From an optimization exercise on the open Yosys and OpenROAD flow, aimed at small area; shortcuts taken in it are not production practice. Only simulation tests tie the RTL to the original design; equivalence was not proved. Power is estimated from default activity; no workload was simulated.

--- flow/design.v ---
`default_nettype none
package tester_regs_pkg;
    typedef logic [8-1:0] data_t;
    typedef logic [14-1:0] addr_t;
    typedef logic [12-1:0] offset_t;
    typedef enum logic [1:0] {
        BLK_CONTROL = 2'd0,
        BLK_SYS     = 2'd2
    } blk_sel_e;
    typedef enum logic [12-1:0] {
        CTRL_ID0  = 12'h000,
        CTRL_ID1  = 12'h001,
        CTRL_ID2  = 12'h002,
        CTRL_ID3  = 12'h003,
        CTRL_VER0 = 12'h010,
        CTRL_HWID = 12'h014,
        CTRL_INFO = 12'h020
    } ctrl_reg_e;
    localparam ctrl_reg_e CTRL_RESET = CTRL_ID0;
    typedef enum logic [12-1:0] {
        SYS_PWM_EN     = 12'hC01,
        SYS_PWM_PERIOD = 12'hC02,
        SYS_PWM_HIGH   = 12'hC06,
        SYS_MUX_MEAS   = 12'hC0A,
        SYS_SAMPLES    = 12'hC0C,
        SYS_CYCLES     = 12'hC10,
        SYS_SNAPSHOT   = 12'hC18,
        SYS_SAMPLE_ADC = 12'hC19,
        SYS_PWM_COUNT  = 12'hC1A,
        SYS_ANIN_BASE  = 12'hC30
    } sys_reg_e;
endpackage
`default_nettype wire
`default_nettype none
package tester_meas_pkg;
    typedef logic [15:0] meas_t;
    typedef logic [63:0] sum_t;
    typedef logic [31:0] samples_t;
    typedef logic [63:0] cycles_t;
    typedef logic [31:0] pwm_word_t;
endpackage
`default_nettype wire
`timescale 1ns/1ps
`default_nettype none
module mbed_tester_top (
    input  logic clk,
    input  logic rst,
    input  logic  i_psel,
    input  logic  i_penable,
    input  logic  i_pwrite,
    input  tester_regs_pkg::addr_t i_paddr,
    input  tester_regs_pkg::data_t i_pwdata,
    output tester_regs_pkg::data_t o_prdata,
    input  logic i_reset_btn_n,
    input  logic [3-1:0] i_digital_id,
    output logic o_reset_req,
    output logic o_reprogram_req,
    output logic o_reset_peripherals,
    output logic o_pwm_val,
    output logic o_pwm_drive,
    output logic o_sample_adc,
    input  logic [12-1:0] i_mux_meas,
    input  logic i_mux_updated,
    input  logic [4*12-1:0] i_anin_meas,
    input  logic [4-1:0] i_anin_updated
);
    logic [1:0]  blk;
    logic [11:0] off;
    logic        wr;
    logic        wr_c;
    logic        wr_s;
    logic [7:0]  wd;
    assign blk  = i_paddr[13:12];
    assign off  = i_paddr[11:0];
    assign wr   = i_psel & i_penable & i_pwrite & ~rst;
    assign wr_c = wr & (blk == 2'd0);
    assign wr_s = wr & (blk == 2'd2);
    assign wd   = i_pwdata & {8{~rst}};
    logic w_ctrl;
    logic w_pwm_en;
    logic w_snap;
    logic w_sa;
    logic [3:0] w_period;
    logic [3:0] w_high;
    logic [3:0] w_pcnt;
    logic [3:0] w_smp;
    logic [7:0] w_cyc;
    logic [7:0] w_sum [4];
    always_comb begin
        w_ctrl   = wr_c && off == 12'h000;
        w_pwm_en = wr_s && off == 12'hC01;
        w_snap   = wr_s && off == 12'hC18;
        w_sa     = wr_s && off == 12'hC19;
        for (int k = 0; k < 4; k++) begin
            w_period[k] = wr_s && off == 12'(12'hC02 + k);
            w_high[k]   = wr_s && off == 12'(12'hC06 + k);
            w_smp[k]    = wr_s && off == 12'(12'hC0C + k);
            w_pcnt[k]   = wr_s && off == 12'(12'hC1A + k);
        end
        for (int k = 0; k < 8; k++) begin
            w_cyc[k] = wr_s && off == 12'(12'hC10 + k);
        end
        for (int i = 0; i < 4; i++) begin
            for (int k = 0; k < 8; k++) begin
                w_sum[i][k] = wr_s && off == 12'(12'hC32 + 10 * i + k);
            end
        end
    end
    logic reset_req_q;
    always_ff @(posedge clk) begin
        if (rst || w_ctrl) begin
            reset_req_q     <= wd[1];
            o_reprogram_req <= wd[2];
        end
        o_reset_peripherals <= w_ctrl & i_pwdata[0];
    end
    assign o_reset_req = reset_req_q | ~i_reset_btn_n;
    logic        pwm_en;
    logic        snap_pend;
    logic [31:0] period;
    logic [31:0] high;
    always_ff @(posedge clk) begin
        if (rst || w_pwm_en) pwm_en <= wd[0];
        if (rst || w_sa) o_sample_adc <= wd[0];
        snap_pend <= w_snap & i_pwdata[0];
        for (int k = 0; k < 4; k++) begin
            if (rst || w_period[k]) period[k*8 +: 8] <= wd;
            if (rst || w_high[k]) high[k*8 +: 8] <= wd;
        end
    end
    logic [31:0] pcnt;
    logic [31:0] pcnt_step;
    logic [31:0] pcnt_inc;
    tester_inc #(.W(32)) u_pcnt_inc (.i_q(pcnt), .i_c(1'b1), .o_s(pcnt_inc));
    assign pcnt_step = (pwm_en && pcnt < period) ? pcnt_inc : 32'd0;
    always_ff @(posedge clk) begin
        for (int k = 0; k < 4; k++) begin
            pcnt[k*8 +: 8] <= (rst || w_pcnt[k]) ? wd : pcnt_step[k*8 +: 8];
        end
    end
    assign o_pwm_drive = pwm_en;
    assign o_pwm_val   = pwm_en && (pcnt < high);
    logic        sa;
    logic        any_upd;
    logic        step;
    logic        fifth;
    logic [2:0]  conv;
    assign sa      = o_sample_adc;
    assign any_upd = i_mux_updated | (|i_anin_updated);
    assign step    = sa & any_upd;
    assign fifth   = step & (conv == 3'd4);
    always_ff @(posedge clk) begin
        if (rst || fifth) conv <= 3'd0;
        else if (step) conv <= conv + 3'd1;
    end
    logic [11:0] mux_st;
    logic [11:0] an_st [4];
    always_ff @(posedge clk) begin
        if (rst || (sa && i_mux_updated)) mux_st <= i_mux_meas & {12{~rst}};
        for (int i = 0; i < 4; i++) begin
            if (rst || (sa && i_anin_updated[i])) an_st[i] <= i_anin_meas[i*12 +: 12] & {12{~rst}};
        end
    end
    logic [11:0] mux_sy;
    logic [11:0] an_sy [4];
    logic        sy_v;
    always_ff @(posedge clk) begin
        if (fifth) begin
            mux_sy <= mux_st;
            for (int i = 0; i < 4; i++) an_sy[i] <= an_st[i];
        end
        sy_v <= ~rst & (sy_v | fifth);
    end
    logic [31:0] smp;
    logic [63:0] cyc;
    logic [63:0] sum [4];
    logic [31:0] smp_n;
    logic [63:0] cyc_n;
    logic [63:0] sum_n [4];
    tester_inc #(.W(32)) u_smp_inc (.i_q(smp), .i_c(fifth), .o_s(smp_n));
    tester_inc #(.W(64)) u_cyc_inc (.i_q(cyc), .i_c(sa), .o_s(cyc_n));
    logic [3:0] sum_c12;
    for (genvar i = 0; i < 4; i++) begin : g_sum
        assign {sum_c12[i], sum_n[i][11:0]} = {1'b0, sum[i][11:0]} + {1'b0, i_anin_meas[i*12 +: 12] & {12{sa & i_anin_updated[i]}}};
        tester_inc #(.W(52)) u_inc (.i_q(sum[i][63:12]), .i_c(sum_c12[i]), .o_s(sum_n[i][63:12]));
    end
    always_ff @(posedge clk) begin
        for (int k = 0; k < 4; k++) begin
            smp[k*8 +: 8] <= (rst || w_smp[k]) ? wd : smp_n[k*8 +: 8];
        end
        for (int k = 0; k < 8; k++) begin
            cyc[k*8 +: 8] <= (rst || w_cyc[k]) ? wd : cyc_n[k*8 +: 8];
            for (int i = 0; i < 4; i++) begin
                sum[i][k*8 +: 8] <= (rst || w_sum[i][k]) ? wd : sum_n[i][k*8 +: 8];
            end
        end
    end
    logic [11:0] snap_mux;
    logic [11:0] snap_an [4];
    logic [31:0] snap_smp;
    logic [63:0] snap_cyc;
    logic [63:0] snap_sum [4];
    logic        snap_v;
    logic        snap_sy_v;
    always_ff @(posedge clk) begin
        if (snap_pend) begin
            snap_mux <= mux_sy;
            snap_smp <= smp;
            snap_cyc <= cyc;
            for (int i = 0; i < 4; i++) begin
                snap_an[i]  <= an_sy[i];
                snap_sum[i] <= sum[i];
            end
        end
        snap_v <= ~rst & (snap_v | snap_pend);
        if (rst || snap_pend) snap_sy_v <= ~rst & sy_v;
    end
    logic [7:0] rd_n;
    logic [7:0] rd_q;
    logic       c_blk;
    logic       s_blk;
    logic [6:0] x;
    assign c_blk = (blk == 2'd0) && (off[11:6] == 6'd0);
    assign s_blk = (blk == 2'd2) && (off[11:7] == 5'b11000);
    assign x = off[6:0];
    always_comb begin
        rd_n = 8'h00;
        if (c_blk) begin
            if (x == 7'h00) rd_n = rd_n | 8'h6d;
            if (x == 7'h01) rd_n = rd_n | 8'h62;
            if (x == 7'h02) rd_n = rd_n | 8'h65;
            if (x == 7'h03) rd_n = rd_n | 8'h64;
            if (x == 7'h10) rd_n = rd_n | 8'h01;
            if (x == 7'h14) rd_n = rd_n | {5'd0, i_digital_id};
            if (x == 7'h20) rd_n = rd_n | 8'h10;
            if (x == 7'h21) rd_n = rd_n | 8'h08;
            if (x == 7'h22) rd_n = rd_n | 8'h02;
        end
        if (s_blk) begin
            if (x == 7'h01) rd_n = rd_n | {7'd0, pwm_en};
            if (x == 7'h19) rd_n = rd_n | {7'd0, sa};
            for (int k = 0; k < 4; k++) begin
                if (x == 7'(7'h02 + k)) rd_n = rd_n | period[k*8 +: 8];
                if (x == 7'(7'h06 + k)) rd_n = rd_n | high[k*8 +: 8];
                if (x == 7'(7'h0C + k)) rd_n = rd_n | (snap_smp[k*8 +: 8] & {8{snap_v}});
            end
            for (int k = 0; k < 8; k++) begin
                if (x == 7'(7'h10 + k)) rd_n = rd_n | (snap_cyc[k*8 +: 8] & {8{snap_v}});
            end
            if (x == 7'h0A) rd_n = rd_n | (snap_mux[7:0] & {8{snap_sy_v}});
            if (x == 7'h0B) rd_n = rd_n | ({4'd0, snap_mux[11:8]} & {8{snap_sy_v}});
            for (int i = 0; i < 4; i++) begin
                if (x == 7'(7'h30 + 10 * i)) rd_n = rd_n | (snap_an[i][7:0] & {8{snap_sy_v}});
                if (x == 7'(7'h31 + 10 * i)) rd_n = rd_n | ({4'd0, snap_an[i][11:8]} & {8{snap_sy_v}});
                for (int k = 0; k < 8; k++) begin
                    if (x == 7'(7'h32 + 10 * i + k)) rd_n = rd_n | (snap_sum[i][k*8 +: 8] & {8{snap_v}});
                end
            end
        end
    end
    always_ff @(posedge clk) begin
        rd_q <= rd_n;
    end
    assign o_prdata = rd_q;
endmodule
`default_nettype wire
`default_nettype none
module tester_inc #(
    parameter int W = 64
) (
    input  logic [W-1:0] i_q,
    input  logic         i_c,
    output logic [W-1:0] o_s
);
    localparam int G = (W + 7) / 8;
    logic [G-1:0] all1;
    logic [G:0]   pre;
    logic [W:0]   ch;
    always_comb begin
        for (int g = 0; g < G; g++) begin
            all1[g] = 1'b1;
            for (int b = g * 8; b < g * 8 + 8 && b < W; b++) all1[g] = all1[g] & i_q[b];
        end
        pre[0] = 1'b1;
        for (int g = 0; g < G; g++) pre[g+1] = pre[g] & all1[g];
        ch = '0;
        for (int g = 0; g < G; g++) begin
            ch[g*8] = i_c & pre[g];
            for (int b = g * 8; b < g * 8 + 8 && b < W; b++) begin
                if (b % 8 != 7 && b + 1 < W) ch[b+1] = ch[b] & i_q[b];
            end
        end
        o_s = i_q ^ ch[W-1:0];
    end
endmodule
`default_nettype wire
--- flow/flow/run.sh ---
#!/bin/bash
# Own flow: the standard synthesis, then its combinational logic re-mapped
# for area with ABC (every register kept, by name and cell type), then the standard flow's
# standard layout from that netlist. Each tool's output goes to a log here.
set -euo pipefail
W=$(pwd)
R=$W/orfs/results/$FLOW_PLATFORM/mbed_tester_top/base
YOSYS=$FLOW_HOME/../tools/install/yosys/bin/yosys

bash standard.sh synth > $W/log_1_synth.txt 2>&1
cp $R/1_2_yosys.v $W/std_1_2_yosys.v

printf 'set_driving_cell sky130_fd_sc_hd__buf_1\nset_load 5\n' > $W/reopt_constr.txt
export REOPT_LIB=$FLOW_HOME/platforms/sky130hd/lib/sky130_fd_sc_hd__tt_025C_1v80.lib
export REOPT_IN=$W/std_1_2_yosys.v
export REOPT_OUT=$W/reopt_1_2_yosys.v
export REOPT_STAT=$W/reopt_stat.txt
export REOPT_SCRIPT=$W/flow/abc_area.scr
export REOPT_CONSTR=$W/reopt_constr.txt
export REOPT_D=6000
export REOPT_DONT_USE="$(sed -n '/DONT_USE_CELLS/,/^$/p' $FLOW_HOME/platforms/sky130hd/config.mk | grep -o 'sky130_fd_sc_hd__[a-z0-9_]*' | tr '\n' ' ')"
$YOSYS -c $W/flow/reopt.tcl > $W/log_2_reopt.txt 2>&1

cp $REOPT_OUT $R/1_2_yosys.v
rm -f $R/1_synth.odb $R/1_synth.sdc
# Clock tree: the standard flow's CTS settings (from config.mk) without dummy loads
CTS_ARGS="-sink_clustering_enable -repair_clock_nets -buf_list sky130_fd_sc_hd__clkbuf_16 -sink_clustering_size 25 -sink_clustering_max_diameter 100 -dont_use_dummy_load"
# Port buffers: one buf_1 on every input and output port
PORT_ARGS="-inputs -outputs -buffer_cell sky130_fd_sc_hd__buf_1"
bash standard.sh "CTS_ARGS=$CTS_ARGS" "BUFFER_PORTS_ARGS=$PORT_ARGS" finish > $W/log_3_layout.txt 2>&1
--- flow/flow/abc_area.scr ---
strash
&get -n
&st
&dch -f -x
&nf -p -C 32 -F 8 -A 4
&put
topo
stime -c
--- flow/flow/reopt.tcl ---
# Re-map the combinational logic of the standard synthesis netlist for area
# Registers (and their names and cell types) are kept as they are.
yosys -import
set lib $::env(REOPT_LIB)
read_liberty -ignore_miss_func $lib
read_verilog $::env(REOPT_IN)
hierarchy -top $::env(FLOW_TOP)
setattr -mod -set keep_hierarchy 1 sky130_fd_sc_hd__*df* sky130_fd_sc_hd__*dl*
flatten
delete t:\$scopeinfo
yosys rename -hide w:_*_.*
opt_clean -purge
stat
set dont_use {}
foreach c $::env(REOPT_DONT_USE) { lappend dont_use -dont_use $c }
abc -script $::env(REOPT_SCRIPT) -liberty $lib {*}$dont_use -constr $::env(REOPT_CONSTR) -D $::env(REOPT_D)
opt_clean -purge
setundef -zero
hilomap -singleton -hicell sky130_fd_sc_hd__conb_1 HI -locell sky130_fd_sc_hd__conb_1 LO
splitnets
opt_clean -purge
insbuf -buf sky130_fd_sc_hd__buf_4 A X
opt_clean -purge
tee -o $::env(REOPT_STAT) stat -liberty $lib
delete sky130_fd_sc_hd__*
check
write_verilog -noattr -noexpr -nohex -nodec $::env(REOPT_OUT)
--- flow/standard.sh ---
#!/bin/bash
# synth_recipe.tcl (not shown) runs the flow's synth.tcl, then flattens the netlist and writes it again
# the make line also repeats each setting of config.mk as NAME=value (left out here)
make -C /OpenROAD-flow-scripts/flow DESIGN_CONFIG=/design/flow/config.mk WORK_HOME=/design/flow/orfs CLKGATE_MAP_FILE= SYNTH_SCRIPT=/design/flow/synth_recipe.tcl "${@:-finish}"
--- flow/config.mk ---
export PLATFORM = sky130hd
export DESIGN_NAME = mbed_tester_top
export DESIGN_NICKNAME = mbed_tester_top
export VERILOG_FILES = /design/flow/design.v
export SDC_FILE = /design/flow/constraint.sdc
export NUM_CORES = 4
export LEC_CHECK = 0
export CAP_MARGIN = 20
export CORE_MARGIN = 2
export CORE_UTILIZATION = 65
export CTS_BUF_LIST = sky130_fd_sc_hd__clkbuf_16
export CTS_CLUSTER_DIAMETER = 100
export CTS_CLUSTER_SIZE = 25
export SLEW_MARGIN = 20
--- flow/constraint.sdc ---
create_clock -name core_clock -period 6.0 [get_ports {clk}]
set_input_delay 1.2000 -clock core_clock [delete_from_list [all_inputs] [get_ports {clk}]]
set_output_delay 1.2000 -clock core_clock [all_outputs]
set_load 0.01 [all_outputs]
==> out/metrics.csv, run 1 <==
metric,value,unit
coreArea,62700,sq um
cts_sinks,1000,
numCtsBuffers,46,
dpl-instance-area,43500,sq um
place_hpwl,105000,microns
min_from,an_st[0][9]$_DFFE_PP_,
clk_pin_slew,0.09,ns
grt_pass1_wl,210000,microns
syn_avg_cell_area,12.1,sq um
ctsHoldBuffers,0,
power_leakage,14.5,nW
ioPinCount,110,
drv_cap,0,
htree_num_levels,2,
post_drt_wl_per_cell,32.9,microns
cts_max_path_buffers,3,
drc,0,
cp-start-kind,input port,
fin_ws,0.474,ns
max_stage_delay,1.19,ns
end_kind,register,
cts_resized,0,
tightest_slew,1.31,ns
synthesis.area,41000,sq um
setup_viol,0,
die_w,255,microns
drtIter0Drc,5997,
synthesis.instances,3393,
crit_top_cell,a2111oi_0,
hold_viol,0,
io_buffers,109,
antenna_found_initial,13,
worstSetupPathType,input port to register,
hold_path.class,register to register,
place_inst,4459,
vias,33842,
clock_latency,0.67,ns
fin_nets,3757,
synth_fp_nets,3489,
layout.cells.non_filler,4509,
worst_path_max_delay_cell,a222oi_1,
grt_max_degree,165,
dieArea,65100,sq um
grtUsageTotal,45.1,%
vias_per_cell,7.51,
r2r-start,o_sample_adc$_DFFE_PP_,
die_height,255,microns
crit_path_max_fanout,22,
fmax,181,MHz
clock_tree.root_cell,clkbuf_16,
ys_warn_count,18,
timing.slew.headroom,12.5,%
worst-path-buf-inv,1,
design_area,44700,sq um
ant_nets,0,
cts_setup_buffers,0,
grt-ovfl-total,0,
layout-drive-gt1-share,5.00,%
path_cells,"buf_1, nand2b_1, nor2_4, a222oi_1, a211oi_1, a2111oi_0, nand4_1, a2111oi_0, o21ai_0",
tns,0,ns
status,no timing/DRC/antenna violations,
first_pass_iters,11,
wl,148000,microns
power,0.0116,W
area_delta_synth_final,8.94,%
power.density,260,nW/um^2
start_util,65.4,%
crit_family,compound AO/OA/AOI/OAI gates,
gp_congestion,1.02,
grt_pass1_vias,31393,
post-place-ws,0.509,ns
crit_arrival,5.93,ns
cts_tree,built,
rows,92,
rsz0062_at_grt,no,
fin_crit,5.53,ns
maxSlewViolCount,0,
required,6.40,ns
vdd_drop_max,0.000229,V
fin_crit_sh,92.1,%
clock_skew,0.0516,ns
critPathLaunch,i_paddr[3],
## metrics by stage
stage | utilization, % | hold WS (ns)
after floorplan | - | 0.400
after global placement | 69.3 | 0.404
after detailed placement | 69.4 | 0.405
after CTS | 71.2 | 0.385
after global routing | 71.2 | 0.402
final | 71.2 | 0.388
## cell type report
class / instances / area, sq um
flip-flops and latches: 1000 / 26000
fillers: 4332 / 18100
multi-input cells: 2332 / 14900
repair buffers: 220 / 1320
clock buffers: 46 / 1150
well taps: 846 / 1060
inverters: 61 / 231
diodes: 4 / 10.0
## flip-flops by register name (all words and copies together) (netlist names), 48 cells and up
register  count
cyc          64
sum         256
an_st        48
an_sy        48
snap_an      48
snap_cyc     64
snap_sum    256
## placed cells by master (no fill, tap or decap), types with 13 or more instances in the layout
cell type and instances:
nand3_1 106, xor2_1 131, nor2b_1 109, a22oi_1 93, a21oi_1 154, o32ai_1 80, and4b_1 13, nand2b_1 26
o22ai_1 211, and2_0 32, buf_1 108, or3_1 14, and3_1 45, a211oi_1 13, nor3_1 29, a32oi_1 28
nor2_1 129, and4_1 19, clkbuf_16 46, a31oi_1 74, o21ai_0 124, a221oi_1 21, nand2_1 344, edfxtp_1 601
dfxtp_1 398, a222oi_1 67, clkinv_1 60, xnor2_1 117, buf_4 103, nand4_1 114, a21o_1 25, a22o_1 25
## final timing paths
check | end | slack [ns] | depth (start not counted)
worst max-delay path | rd_q[5]$_DFF_P_ | 0.47 | 9
worst min-delay path | an_sy[0][9]$_DFFE_PP_ | 0.39 | 0
worst max register to register | sum[1][28]$_DFF_P_ | 1.07 | 12
worst min register to register | an_sy[0][9]$_DFFE_PP_ | 0.39 | 0
## routing by layer
metal	track usage (%)	vias to the layer above	routed length (microns)
li1	-	14042	-
met1	59.4	16184	51000
met2	64.8	2951	62200
met3	14.9	655	23800
met4	27.7	10	11000
met5	0	-	66
## where the power goes
group | internal [W] | switching [W]
Combinational | 0.000200 | 0.000501
Clock | 0.00138 | 0.00208
Sequential | 0.00734 | 0.000111
==> inputs of run 2 (changes only) <==
--- a/flow/config.mk
+++ b/flow/config.mk
@@ -5,10 +5,10 @@
 export SDC_FILE = /design/flow/constraint.sdc
 export NUM_CORES = 4
 export LEC_CHECK = 0
-export CAP_MARGIN = 20
+export CAP_MARGIN = 10
 export CORE_MARGIN = 2
-export CORE_UTILIZATION = 65
+export CORE_UTILIZATION = 70
 export CTS_BUF_LIST = sky130_fd_sc_hd__clkbuf_16
 export CTS_CLUSTER_DIAMETER = 100
 export CTS_CLUSTER_SIZE = 25
-export SLEW_MARGIN = 20
+export SLEW_MARGIN = 10
==> out/metrics.csv, run 2 <==
metric,value,unit
syn_avg_cell_area,12.1,sq um
ff_latch_area,26000,sq um
clock_skew,0.0688,ns
grt_pass1_vias,31982,
synthesis.area,41000,sq um
crit_arrival,5.68,ns
vdd_drop_max,0.000332,V
nFillCells,3466,
required,6.47,ns
clockPowerShare,29.9,%
cp.depth,12,
drv_cap,0,
grt_max_degree,140,
synth_fp_nets,3489,
start_util,70.9,%
wl,150000,microns
grtUsageTotal,49.2,%
cts_tree,built,
rsz0062_at_grt,no,
grt_pass1_wl,215000,microns
worstSetupPathType,input port to register,
fin_crit,5.21,ns
io_buffers,109,
worst_path_max_delay_cell,buf_1,
dieArea,60500,sq um
tightest_slew,1.31,ns
cts_setup_buffers,0,
timing.slew.headroom,12.1,%
r2r-start,o_sample_adc$_DFFE_PP_,
r2r_cells,12,
place_hpwl,105000,microns
drc,0,
multi_input_area,14900,sq um
switching_share,23.2,%
cts_max_path_buffers,3,
setup_viol,0,
cp-start-kind,input port,
ioPinCount,110,
max_stage_delay,0.79,ns
hold_path.class,register to register,
rrSetupSlack,0.80,ns
clk_pin_slew,0.10,ns
ant_nets,0,
die_height,246,microns
die_w,246,microns
p_int,0.00894,W
maxSlewViolCount,0,
switchingPower,0.00270,W
htree_num_levels,2,
power_leakage,14.4,nW
layout-drive-gt1-share,4.82,%
power,0.0116,W
post_drt_wl_per_cell,34.0,microns
pwr-share-comb,6.1,%
vias_per_cell,7.80,
rows,88,
end_kind,register,
numCtsBuffers,47,
antenna_found_initial,14,
layout_commonest_cell,edfxtp_1,
gp_congestion,1.07,
critPathLaunch,i_anin_updated[2],
worstReg2RegEnd,sum[3][28]$_DFF_P_,
area_delta_synth_final,8.55,%
ctsHoldBuffers,0,
pwr-share-seq,64.0,%
coreArea,57800,sq um
final_cell_mix,"601 x edfxtp_1, 398 x dfxtp_1, 344 x nand2_1, 211 x o22ai_1, 154 x a21oi_1",
hold_viol,0,
ys_warn_count,18,
clock_latency,0.65,ns
fin_nets,3750,
worst-path-buf-inv,1,
synthesis.instances,3393,
crit_family,simple AND/OR/NAND/NOR gates,
cts_resized,0,
fmax,192,MHz
cts_sinks,1000,
vias,34469,
status,no timing/DRC/antenna violations,
cp-endpoint,sum[2][36]$_DFF_P_,
fin_crit_sh,86.8,%
first_pass_iters,10,
largestRegisters,"snap_sum (256), sum (256)",
grt-ovfl-total,0,
clock_tree.root_cell,clkbuf_16,
path_cells,"buf_1, and2_0, nand3_1, nor2b_1, o31ai_1, a21oi_1, a21oi_1, nand4b_1, nor4bb_1, nand3_1, xor2_1, o22ai_1",
power.density,261,nW/um^2
crit_path_max_fanout,17,
drtIter0Drc,6414,
tns,0,ns
-- run 2: final cells by class --
cell class              count  share of cell area (%)
diodes                      3                  0.0169
clock buffers              47                    2.64
inverters                  61                   0.517
multi-input cells        2332                    33.4
flip-flops and latches   1000                    58.5
well taps                 765                    2.15
repair buffers            212                    2.75
-- run 2: power by group through the flow --
stage,logic (W),clock network [W],registers [W]
global route,0.000728,0.00363,0.00746
finish,0.000711,0.00348,0.00745
detailed placement,0.000662,0,0.00760
global placement,0.000635,0,0.00759
floorplan,0.000347,0,0.00756
CTS,0.000668,0.00341,0.00744
-- run 2: worst min-delay path by stage --
stage | depth (start not counted) | end | start | slack [ns]
finish | 0 | an_sy[0][9]$_DFFE_PP_ | an_st[0][9]$_DFFE_PP_ | 0.38
global route | 0 | an_sy[0][9]$_DFFE_PP_ | an_st[0][9]$_DFFE_PP_ | 0.39
CTS | 0 | an_sy[0][9]$_DFFE_PP_ | an_st[0][9]$_DFFE_PP_ | 0.38
detailed placement | 0 | mux_sy[0]$_DFFE_PP_ | mux_st[0]$_DFFE_PP_ | 0.40
global placement | 0 | mux_sy[9]$_DFFE_PP_ | mux_st[9]$_DFFE_PP_ | 0.40
floorplan | 0 | an_sy[0][0]$_DFFE_PP_ | an_st[0][0]$_DFFE_PP_ | 0.40
-- run 2: per-stage QoR --
step | cells | area [sq um] | hold slack, ns | setup slack [ns] | utilization, %
floorplan | 3393 | 41000 | 0.400 | 0.252 | -
global placement | 4368 | 43300 | 0.401 | 0.555 | 74.9
detailed placement | 4368 | 43300 | 0.405 | 0.384 | 74.9
CTS | 4415 | 44500 | 0.381 | 1.02 | 77.0
global route | 4417 | 44500 | 0.387 | 0.468 | 77.0
finish | 4420 | 44500 | 0.381 | 0.791 | 77.0
-- run 2: per-layer routing --
layer	part of all wire (%)	wire length (microns)	GRT usage [%]
met1	32	48700	62.9
met2	42	62800	71.1
met3	18	26600	18.5
met4	8.1	12300	30.5
met5	0.053	80	0
-- run 2: worst reg2reg max path, cell delays in order, from the launching register on --
cell and delay [ns]:
edfxtp_1 0.73, buf_4 0.62, and2_0 0.85, and3_1 0.31, o2111ai_1 0.17, a31o_1 0.31
o311a_1 0.42, nor2_1 0.33, nand4_1 0.23, nor3b_1 0.58, and2_0 0.29, a31oi_1 0.12
o32ai_1 0.22
==> inputs of run 3 (changes only) <==
==> flow/flow/abc_area.scr (replaced) <==
strash
&get -n
&st
&dch -f -x
&nf -p -C 32 -F 8 -A 4 -R 30
&put
topo
stime -c
--- a/flow/config.mk
+++ b/flow/config.mk
@@ -5,10 +5,10 @@
 export SDC_FILE = /design/flow/constraint.sdc
 export NUM_CORES = 4
 export LEC_CHECK = 0
-export CAP_MARGIN = 10
+export CAP_MARGIN = 20
 export CORE_MARGIN = 2
 export CORE_UTILIZATION = 70
 export CTS_BUF_LIST = sky130_fd_sc_hd__clkbuf_16
 export CTS_CLUSTER_DIAMETER = 100
 export CTS_CLUSTER_SIZE = 25
-export SLEW_MARGIN = 10
+export SLEW_MARGIN = 20
==> out/metrics.csv, run 3 <==
metric,value,unit
status,no timing/DRC/antenna violations,
crit_top_cell,and3_1,
worstSetupPathType,register to register,
coreArea,57600,sq um
syn_avg_cell_area,12.1,sq um
drv_cap,0,
first_pass_iters,10,
gp_congestion,1.05,
fmax,181,MHz
grt-ovfl-total,0,
numCtsBuffers,46,
synthesis.instances,3365,
power_leakage,14.8,nW
fin_crit,5.53,ns
maxSlewViolCount,0,
start_util,70.8,%
timing.slew.headroom,11.2,%
ys_warn_count,18,
grt_util_met1,64.5,%
ant_nets,0,
tns,0,ns
grtUsageMet3,14.3,%
worst_path_max_delay_cell,a2111oi_0,
grt_pass1_vias,31599,
clock_skew,0.0554,ns
multi_input_area,14600,sq um
place_inst,4373,
synth_fp_nets,3461,
hold_viol,0,
antenna_found_initial,2,
cts_max_path_buffers,3,
required,6.55,ns
cts_sinks,1000,
path_cells,"buf_4, buf_4, nand4_1, a2111oi_0, a2111oi_0, o311a_1, o31a_1, a31oi_1, nand4_1, and4b_1, and3_1, and3_1, and3_1, nand3_1, xor2_1, a22oi_1",
layout-drive-gt1-share,5.61,%
cts_tree,built,
tightest_slew,1.33,ns
end_kind,register,
clk_pin_slew,0.10,ns
largestRegisters,"snap_sum (256), sum (256)",
grt_pass1_wl,210000,microns
cp-start-kind,register,
setup_viol,0,
hold_path.class,register to register,
area_delta_synth_final,9.07,%
power,0.0116,W
ioPinCount,110,
power.density,262,nW/um^2
grt-busiest-layer,met2,
vias_per_cell,7.70,
max_stage_delay,0.75,ns
drtIter0Drc,7041,
cts_setup_buffers,0,
nFillCells,3487,
die_height,245,microns
layout_commonest_cell,edfxtp_1,
layout.cells.non_filler,4420,
grt_max_degree,174,
crit_arrival,6.08,ns
ctsHoldBuffers,0,
worst-path-buf-inv,2,
ff_latch_area,26000,sq um
crit_family,compound AO/OA/AOI/OAI gates,
grtUsageTotal,48.3,%
utilization,77.2,%
clock_latency,0.67,ns
cts_resized,0,
synthesis.area,40800,sq um
drc,0,
rsz0062_at_grt,no,
final_cell_mix,"601 x edfxtp_1, 398 x dfxtp_1, 306 x nand2_1, 181 x o22ai_1, 180 x a21oi_1",
fin_crit_sh,92.2,%
met2_usage,69.8,%
wl,146000,microns
htree_num_levels,2,
crit_path_max_fanout,31,
die_w,245,microns
vias,34019,
post_drt_wl_per_cell,33.1,microns
design_area,44400,sq um
io_buffers,109,
rows,88,
dpl-instance-area,43300,sq um
fin_nets,3752,
vdd_drop_max,0.000309,V
dieArea,60200,sq um
clock_tree.root_cell,clkbuf_16,
place_hpwl,101000,microns
## run 3: final timing paths
| check | startpoint | endpoint | slack [ns] | cells after the start |
|---|---|---|---|---|
| hold reg to reg | an_st[1][3]$_DFFE_PP_ | an_sy[1][3]$_DFFE_PP_ | 0.39 | 0 |
| hold / removal | an_st[1][3]$_DFFE_PP_ | an_sy[1][3]$_DFFE_PP_ | 0.39 | 0 |
| setup reg to reg | o_sample_adc$_DFFE_PP_ | sum[3][63]$_DFF_P_ | 0.47 | 16 |
| setup / recovery | o_sample_adc$_DFFE_PP_ | sum[3][63]$_DFF_P_ | 0.47 | 16 |
## run 3: stage by stage
stage | worst slack (ns) | hold slack (ns)
2_1_floorplan | 0.252 | 0.400
3_3_place_gp | 0.471 | 0.400
3_5_place_dp | 0.0994 | 0.405
4_1_cts | 0.603 | 0.391
5_1_grt | 0.275 | 0.395
6_report | 0.467 | 0.390
## run 3: area by class of cell
type	count	area share (%)
inverters	61	0.518
diodes	1	0.00563
well taps	765	2.15
repair buffers	243	3.36
multi-input cells	2304	32.8
clock buffers	46	2.59
flip-flops and latches	1000	58.6
## run 3: power breakdown
part           switching, W  total, W  internal [W]
Sequential         0.000111   0.00746       0.00734
Combinational      0.000509  0.000713      0.000204
Clock               0.00208   0.00346       0.00138
## run 3: per-layer routing
metal,vias to the layer above,share of wire [%]
met3,687,17
met2,3284,42
met5,-,0
met4,0,8.2
li1,13944,-
met1,16104,33
## run 3: worst register-to-register path, cell delays in order, from the launching register on
cell and delay, ns:
edfxtp_1 0.37, buf_4 0.39, buf_4 0.31, nand4_1 0.17
a2111oi_0 0.75, a2111oi_0 0.25, o311a_1 0.44, o31a_1 0.34
a31oi_1 0.58, nand4_1 0.28, and4b_1 0.38, and3_1 0.26
and3_1 0.27, and3_1 0.27, nand3_1 0.12, xor2_1 0.15
a22oi_1 0.14
==> inputs of run 4 (changes only) <==
--- a/flow/flow/run.sh
+++ b/flow/flow/run.sh
@@ -27,4 +27,5 @@
 CTS_ARGS="-sink_clustering_enable -repair_clock_nets -buf_list sky130_fd_sc_hd__clkbuf_16 -sink_clustering_size 25 -sink_clustering_max_diameter 100 -dont_use_dummy_load"
 # Port buffers: one buf_1 on every input and output port
 PORT_ARGS="-inputs -outputs -buffer_cell sky130_fd_sc_hd__buf_1"
-bash standard.sh "CTS_ARGS=$CTS_ARGS" "BUFFER_PORTS_ARGS=$PORT_ARGS" finish > $W/log_3_layout.txt 2>&1
+# Timing-driven placement reweights nets but keeps none of its trial buffers
+bash standard.sh "CTS_ARGS=$CTS_ARGS" "BUFFER_PORTS_ARGS=$PORT_ARGS" GPL_KEEP_OVERFLOW=0 finish > $W/log_3_layout.txt 2>&1
==> out/metrics.csv, run 4 <==
metric,value,unit
crit_family,compound AO/OA/AOI/OAI gates,
syn_avg_cell_area,12.1,sq um
p_int,0.00893,W
grt-ovfl-total,0,
power_leakage,14.6,nW
drv_cap,0,
rsz0062_at_grt,no,
coreArea,57600,sq um
route.met3.wl,22500,microns
cts_sinks,1000,
crit_arrival,6.22,ns
final_cell_mix,"601 x edfxtp_1, 398 x dfxtp_1, 306 x nand2_1, 181 x o22ai_1, 180 x a21oi_1",
synth_fp_nets,3461,
vias,33315,
worstSetupPathType,input port to register,
min_from,an_st[1][2]$_DFFE_PP_,
drt-met1-wl,48000,microns
cts_tree,built,
maxSlewViolCount,0,
switchingPower,0.00266,W
fin_crit,5.74,ns
path_cells,"buf_1, nand2b_1, nor3_2, buf_6, buf_4, buf_4, a222oi_1, a211oi_1, a2111oi_0, nand4_1, a2111oi_0, o21ai_0",
cts_resized,2,
holdPathStages,0,
ys_warn_count,18,
post-place-ws,-0.809,ns
ioPinCount,110,
drtIter0Drc,5898,
hold_viol,0,
worstReg2RegEnd,sum[2][63]$_DFF_P_,
vias_per_cell,7.65,
wl,143000,microns
design_area,44500,sq um
switching_share,22.9,%
die_w,245,microns
fmax,174,MHz
cts_max_path_buffers,3,
first_pass_iters,10,
clock_latency,0.65,ns
clk_pin_slew,0.10,ns
r2r_cells,15,
grtUsageTotal,47.0,%
clock_skew,0.0727,ns
fin_crit_sh,95.7,%
ant_nets,0,
hold_path.class,register to register,
cts_setup_buffers,0,
dpl-instance-area,43300,sq um
clockPowerShare,29.6,%
required,6.48,ns
die_height,245,microns
ff_latch_area,26000,sq um
antenna_found_initial,6,
area_delta_synth_final,9.23,%
pwr-share-seq,64.3,%
post_drt_wl_per_cell,32.8,microns
crit_path_max_fanout,16,
r2r-start,o_sample_adc$_DFFE_PP_,
vdd_drop_max,0.000257,V
layout-drive-gt1-share,4.24,%
clock_tree.root_cell,clkbuf_16,
rrSetupSlack,0.37,ns
io_buffers,109,
synthesis.instances,3365,
max_stage_delay,0.90,ns
setup_viol,0,
end_kind,register,
grt_pass1_vias,30823,
multi_input_area,14700,sq um
status,no timing/DRC/antenna violations,
worst-path-buf-inv,4,
largestRegisters,"snap_sum (256), sum (256)",
route.met2.wl,61000,microns
pwr-share-comb,6.1,%
timing.slew.headroom,18.4,%
drc,0,
holdPathEnd,an_sy[1][2]$_DFFE_PP_,
power,0.0116,W
fin_ws,0.258,ns
top_layer,met5,
nFillCells,3515,
numCtsBuffers,46,
layout_commonest_cell,edfxtp_1,
fin_nets,3682,
cp-start-kind,input port,
gp_congestion,0.992,
htree_num_levels,2,
rows,88,
worst_path_max_delay_cell,a2111oi_0,
tightest_slew,1.21,ns
ctsHoldBuffers,0,
power.density,260,nW/um^2
grt_max_degree,62,
place_hpwl,101000,microns
grt_pass1_wl,204000,microns
start_util,70.8,%
dieArea,60200,sq um
synthesis.area,40800,sq um
==> run 4: power groups by stage <==
stage	clock [W]	sequential, W	combinational (W)
6_report	0.00343	0.00745	0.000710
5_1_grt	0.00361	0.00746	0.000730
4_1_cts	0.00339	0.00744	0.000672
3_5_place_dp	0	0.00760	0.000666
3_3_place_gp	0	0.00760	0.000586
2_1_floorplan	0	0.00756	0.000350
==> run 4: how the worst max path moves through the flow <==
stage	from	endpoint	cells after the start
detailed placement	i_anin_updated[2]	sum[2][63]$_DFF_P_	15
finish	i_paddr[0]	rd_q[5]$_DFF_P_	12
CTS	o_sample_adc$_DFFE_PP_	sum[2][63]$_DFF_P_	15
global placement	rst	sum[0][30]$_DFF_P_	6
global route	i_anin_updated[3]	sum[3][63]$_DFF_P_	15
floorplan	snap_pend$_DFF_P_	snap_sy_v$_DFFE_PP_	1
==> run 4: per-layer routing <==
layer  vias to the layer above  track usage, %
li1                      13823               -
met1                     15887            61.2
met2                      2974            68.9
met3                       625            14.4
met4                         6            29.9
met5                         -               0
==> run 4: final cells by class <==
| cell class | instances | share of cell area [%] |
|---|---|---|
| multi-input combinational | 2304 | 33.0 |
| timing repair buffer | 173 | 3.19 |
| tap | 765 | 2.15 |
| inverter | 61 | 0.526 |
| sequential | 1000 | 58.5 |
| clock buffer | 46 | 2.59 |
| antenna | 5 | 0.0281 |
==> run 4: worst register-to-register path: cells and delay by family (launching register included) <==
kind,cells,cell delay [ns]
and+or+nand+nor,7,2.38
buffers and inverters,1,0.28
AOI/OAI and AO/OA,6,1.90
DFF,1,0.80
xor gates and xnor gates,1,0.16
==> run 4: per-stage QoR <==
step	instances	setup TNS, ns	util, %	hold WS [ns]
after floorplan	3365	0	-	0.400
after global placement	4239	-5018.43	73.1	0.401
after detailed placement	4302	-8.34	75.2	0.405
after CTS	4348	0	77.2	0.392
after global routing	4349	0	77.3	0.391
final	4354	0	77.3	0.392
==> inputs of run 5 (changes only) <==
--- a/flow/flow/run.sh
+++ b/flow/flow/run.sh
@@ -23,9 +23,4 @@
 
 cp $REOPT_OUT $R/1_2_yosys.v
 rm -f $R/1_synth.odb $R/1_synth.sdc
-# Clock tree: the standard flow's CTS settings (from config.mk) without dummy loads
-CTS_ARGS="-sink_clustering_enable -repair_clock_nets -buf_list sky130_fd_sc_hd__clkbuf_16 -sink_clustering_size 25 -sink_clustering_max_diameter 100 -dont_use_dummy_load"
-# Port buffers: one buf_1 on every input and output port
-PORT_ARGS="-inputs -outputs -buffer_cell sky130_fd_sc_hd__buf_1"
-# Timing-driven placement reweights nets but keeps none of its trial buffers
-bash standard.sh "CTS_ARGS=$CTS_ARGS" "BUFFER_PORTS_ARGS=$PORT_ARGS" GPL_KEEP_OVERFLOW=0 finish > $W/log_3_layout.txt 2>&1
+bash standard.sh finish > $W/log_3_layout.txt 2>&1
==> flow/flow/abc_area.scr (replaced) <==
strash
&get -n
&st
&dch -f
&nf -p -C 32 -F 8 -A 4
&put
topo
stime -c
--- a/flow/config.mk
+++ b/flow/config.mk
@@ -7,7 +7,7 @@
 export LEC_CHECK = 0
 export CAP_MARGIN = 20
 export CORE_MARGIN = 2
-export CORE_UTILIZATION = 70
+export CORE_UTILIZATION = 55
 export CTS_BUF_LIST = sky130_fd_sc_hd__clkbuf_16
 export CTS_CLUSTER_DIAMETER = 100
 export CTS_CLUSTER_SIZE = 25
==> out/metrics.csv, run 5 <==
metric,value,unit
die_w,278,microns
tightest_slew,1.15,ns
tns,0,ns
ctsHoldBuffers,0,
grtUsageTotal,39.4,%
hold_path.class,register to register,
start_util,55.5,%
fin_crit,5.17,ns
rows,100,
drc,0,
top_layer,met5,
ant_nets,0,
synthesis.area,41200,sq um
area_delta_synth_final,11.2,%
power.density,258,nW/um^2
layout-drive-gt1-share,4.88,%
grt_pass1_wl,221000,microns
route.met3.wl,22000,microns
synth_fp_nets,3567,
coreArea,74300,sq um
layout.cells.non_filler,4744,
hold_viol,0,
vias_per_cell,7.19,
cts_resized,0,
syn_avg_cell_area,11.9,sq um
worstSetupPathType,input port to register,
power_leakage,15.2,nW
crit_family,compound AO/OA/AOI/OAI gates,
final_cell_mix,"601 x edfxtp_1, 398 x dfxtp_1, 346 x nand2_1, 221 x o21ai_0, 185 x o22ai_1",
cts_sinks,1000,
drtIter0Drc,5693,
drv_cap,0,
place_hpwl,110000,microns
vdd_drop_max,0.000214,V
crit_arrival,5.66,ns
gp_congestion,1.06,
status,no timing/DRC/antenna violations,
holdWs,0.404,ns
crit_path_max_fanout,11,
route.met2.wl,64600,microns
design_area,45800,sq um
dieArea,77200,sq um
vias,34086,
end_kind,register,
drt-met1-wl,59000,microns
worst_path_max_delay_cell,clkdlybuf4s50_1,
numCtsBuffers,46,
required,6.49,ns
dpl-instance-area,44500,sq um
layout_commonest_cell,edfxtp_1,
antenna_found_initial,14,
grt-ovfl-total,0,
ioPinCount,110,
rrSetupSlack,1.19,ns
clock_latency,0.66,ns
fin_nets,3829,
cts_tree,built,
cts_max_path_buffers,3,
die_height,278,microns
grt_pass1_vias,31131,
max_stage_delay,0.75,ns
maxSlewViolCount,0,
largestRegisters,"snap_sum (256), sum (256)",
setup_viol,0,
rsz0062_at_grt,no,
clock_tree.root_cell,clkbuf_16,
first_pass_iters,9,
worst-path-buf-inv,2,
utilization,61.7,%
cp-start-kind,input port,
post_drt_wl_per_cell,32.8,microns
wl,156000,microns
fmax,193,MHz
crit_top_cell,a21oi_1,
synthesis.instances,3471,
timing.slew.headroom,22.6,%
cts_setup_buffers,0,
grt_max_degree,162,
htree_num_levels,2,
fin_crit_sh,86.2,%
place_inst,4654,
clock_skew,0.0279,ns
clk_pin_slew,0.11,ns
path_cells,"clkdlybuf4s50_1, nand2b_1, nor2_2, buf_4, a222oi_1, a21oi_1, a2111oi_0, o211ai_1, o21ai_0, a21oi_1",
io_buffers,109,
ys_warn_count,18,
run 5: cell type report:
class	count	area [sq um]
inverter	68	256
tap	969	1210
antenna	4	10.0
clock inverter	39	190
timing repair buffer	214	1930
sequential	1000	26000
multi-input combinational	2403	15000
fill	5934	28500
clock buffer	47	1180
run 5: path summary, 6_finish.rpt:
kind / from / end / cells after the start
worst max-delay path: i_paddr[2] / rd_q[7]$_SDFF_PN0_ / 10
worst min-delay path: an_sy[1][4]$_DFFE_PP_ / snap_an[1][4]$_DFFE_PP_ / 0
worst max register to register: o_sample_adc$_DFFE_PP_ / cyc[47]$_DFF_P_ / 12
worst min register to register: an_sy[1][4]$_DFFE_PP_ / snap_an[1][4]$_DFFE_PP_ / 0
run 5: routing by layer:
| layer | global-route usage (%) | up-vias |
|---|---|---|
| li1 | - | 14300 |
| met1 | 55.7 | 16669 |
| met2 | 56.3 | 2595 |
| met3 | 9.75 | 508 |
| met4 | 20.5 | 14 |
| met5 | 0 | - |
run 5: per-stage QoR:
stage,power (W),setup slack (ns)
6_report,0.0118,0.830
5_1_grt,0.0121,0.616
4_1_cts,0.0118,0.834
3_5_place_dp,0.00831,0.360
3_3_place_gp,0.00829,0.512
2_1_floorplan,0.00790,0.252
run 5: where the power goes:
group	switching, W	total, W	internal (W)
clock network	0.00221	0.00366	0.00145
logic	0.000498	0.000740	0.000242
registers	0.000105	0.00745	0.00734
run 5: worst reg2reg max path, delay by kind of cell (launching register included):
| kind | cells | cell delay [ns] |
|---|---|---|
| buf+inv | 1 | 0.27 |
| compound gates | 2 | 0.29 |
| flops | 1 | 0.40 |
| simple gates | 9 | 3.79 |
==> inputs of run 6 (changes only) <==
--- a/flow/flow/run.sh
+++ b/flow/flow/run.sh
@@ -23,4 +23,8 @@
 
 cp $REOPT_OUT $R/1_2_yosys.v
 rm -f $R/1_synth.odb $R/1_synth.sdc
-bash standard.sh finish > $W/log_3_layout.txt 2>&1
+# Clock tree: the standard flow's CTS settings (from config.mk) without dummy loads
+CTS_ARGS="-sink_clustering_enable -repair_clock_nets -buf_list sky130_fd_sc_hd__clkbuf_16 -sink_clustering_size 30 -sink_clustering_max_diameter 100 -dont_use_dummy_load"
+# Port buffers: one buf_1 on every input and output port
+PORT_ARGS="-inputs -outputs -buffer_cell sky130_fd_sc_hd__buf_1"
+bash standard.sh "CTS_ARGS=$CTS_ARGS" "BUFFER_PORTS_ARGS=$PORT_ARGS" finish > $W/log_3_layout.txt 2>&1
==> flow/flow/abc_area.scr (replaced) <==
strash
&get -n
&st
&dch -f -x
&nf -p -C 32 -F 8 -A 4 -R 30
&put
topo
stime -c
--- a/flow/config.mk
+++ b/flow/config.mk
@@ -7,8 +7,8 @@
 export LEC_CHECK = 0
 export CAP_MARGIN = 20
 export CORE_MARGIN = 2
-export CORE_UTILIZATION = 55
+export CORE_UTILIZATION = 70
 export CTS_BUF_LIST = sky130_fd_sc_hd__clkbuf_16
 export CTS_CLUSTER_DIAMETER = 100
-export CTS_CLUSTER_SIZE = 25
+export CTS_CLUSTER_SIZE = 30
 export SLEW_MARGIN = 20
==> out/metrics.csv, run 6 <==
metric,value,unit
cp-start-kind,register,
grt-ovfl-total,0,
io_buffers,109,
path_cells,"buf_4, buf_4, nand4_1, a2111oi_1, a2111oi_0, o311a_1, o31a_1, a31oi_1, nand4_1, and4b_1, and3_1, and3_1, and3_1, nand3_1, xor2_1, a22oi_1",
cts_tree,built,
dieArea,60200,sq um
setup_viol,0,
synthesis.area,40800,sq um
fmax,180,MHz
clock_latency,0.63,ns
tns,0,ns
grt_max_degree,174,
fin_ws,0.437,ns
required,6.55,ns
layout_commonest_cell,edfxtp_1,
worst_path_max_delay_cell,a2111oi_1,
gp_congestion,1.05,
drtIter0Drc,6936,
clk_pin_slew,0.11,ns
wl,145000,microns
place_hpwl,101000,microns
status,no timing/DRC/antenna violations,
drv_cap,0,
vias,33729,
ioPinCount,110,
crit_top_cell,and3_1,
htree_num_levels,2,
clock_skew,0.0459,ns
drc,0,
max_stage_delay,0.71,ns
end_kind,register,
tightest_slew,1.21,ns
clock_tree.root_cell,clkbuf_16,
holdPathStages,0,
syn_avg_cell_area,12.1,sq um
grt_pass1_vias,31467,
utilization,77.0,%
vias_per_cell,7.64,
crit_path_max_fanout,31,
synth_fp_nets,3461,
start_util,70.8,%
fin_nets,3747,
die_height,245,microns
power.density,258,nW/um^2
grtUsageTotal,48.1,%
layout-drive-gt1-share,5.48,%
r2r_cells,16,
cts_sinks,1000,
hold_viol,0,
post_drt_wl_per_cell,32.9,microns
first_pass_iters,9,
numCtsBuffers,41,
area_delta_synth_final,8.77,%
vdd_drop_max,0.000306,V
rrSetupSlack,0.44,ns
rsz0062_at_grt,no,
timing.slew.headroom,18.3,%
maxSlewViolCount,0,
largestRegisters,"snap_sum (256), sum (256)",
final_cell_mix,"601 x edfxtp_1, 398 x dfxtp_1, 306 x nand2_1, 181 x o22ai_1, 180 x a21oi_1",
antenna_found_initial,2,
ant_nets,0,
worstSetupPathType,register to register,
rows,88,
synthesis.instances,3365,
ys_warn_count,18,
hold_path.class,register to register,
fin_crit,5.56,ns
fin_crit_sh,92.7,%
die_w,245,microns
post-place-ws,0.0994,ns
crit_arrival,6.11,ns
grt_pass1_wl,209000,microns
cts_max_path_buffers,3,
coreArea,57600,sq um
power_leakage,14.7,nW
## run 6: layout make-up
class / count / area (sq um)
Tap cell: 765 / 957
Fill cell: 3497 / 13300
Inverter: 61 / 230
Multi-Input combinational cell: 2304 / 14600
Antenna cell: 2 / 5.00
Clock buffer: 41 / 1030
Timing Repair Buffer: 243 / 1490
Sequential cell: 1000 / 26000
## run 6: final timing paths
path,startpoint,endpoint
min reg2reg,an_st[1][7]$_DFFE_PP_,an_sy[1][7]$_DFFE_PP_
max,o_sample_adc$_DFFE_PP_,sum[3][63]$_DFF_P_
min,an_st[1][7]$_DFFE_PP_,an_sy[1][7]$_DFFE_PP_
max reg2reg,o_sample_adc$_DFFE_PP_,sum[3][63]$_DFF_P_
## run 6: routing by layer
metal | GRT usage [%] | part of all wire (%)
met1 | 64.1 | 33
met2 | 69.7 | 42
met3 | 14.3 | 16
met4 | 29.5 | 7.8
met5 | 0 | 0
## run 6: where the power goes
| part | total, W | switching [W] | internal, W |
|---|---|---|---|
| registers | 0.00745 | 0.000109 | 0.00735 |
| logic | 0.000713 | 0.000509 | 0.000204 |
| clock network | 0.00328 | 0.00204 | 0.00124 |
| total | 0.0114 | 0.00266 | 0.00879 |
## run 6: stage by stage
stage	hold WS, ns	power [W]	cells	area (sq um)
finish	0.420	0.0114	4416	44300
global route	0.435	0.0116	4414	44300
CTS	0.426	0.0114	4414	44300
detailed placement	0.405	0.00827	4373	43300
global placement	0.400	0.00823	4373	43300
floorplan	0.400	0.00791	3365	40800
## run 6: what timing repair did
item	in CTS	in global routing
buffers inserted	0	0
gates resized for setup	0	1
hold buffers	0	0
endpoints found under the setup margin	0	1
## run 6: worst max-delay path, delay by kind of cell (launching register included)
kind                   cells  cell delay [ns]
AO/OA/AOI/OAI              6             2.50
XOR/XNOR                   1             0.16
buffers and inverters      2             0.67
flip-flops                 1             0.37
AND/OR/NAND/NOR            7             1.80

## separate check: timing with driven ports
No port has a modelled driver above. Below, the same layouts with a new extraction and two added sets of constraints. Step 1 sets driving cells, clkbuf_16 on the clock port and buf_2 on the other inputs (assumed; they add their load-dependent delay and slew). Step 2 times the ports against the registers' clock, not the clock port: input delays grow and output delays shrink by t, the midpoint of the rising clock arrivals with the driver on. Slacks: ideal ports / drivers / drivers and shift; pairs: ideal ports / drivers.
run	shift t [ns]	slack for setup (ns)	worst setup path at the end	clock arrival spread, ns	slew at the worst register clock pin (ns)
run 1	0.708	0.474 / 0.441 / -0.267	input to register	0.054 / 0.053	0.10 / 0.10
run 2	0.687	0.791 / 0.797 / 0.139	input to register	0.070 / 0.070	0.11 / 0.11
run 3	0.703	0.467 / 0.467 / -0.062	input to register	0.056 / 0.055	0.11 / 0.11
run 4	0.680	0.258 / 0.292 / -0.388	input to register	0.073 / 0.073	0.11 / 0.11
run 5	0.715	0.830 / 0.834 / 0.158	input to register	0.034 / 0.034	0.11 / 0.11
run 6	0.669	0.437 / 0.436 / -0.085	input to register	0.051 / 0.051	0.12 / 0.12
With both steps, setup timing fails in run 1, run 3, run 4 and run 6, where it was met with ideal ports. The setup slack of run 1, which loses most, moves by -0.033 ns with the drivers and by -0.741 ns with both steps.
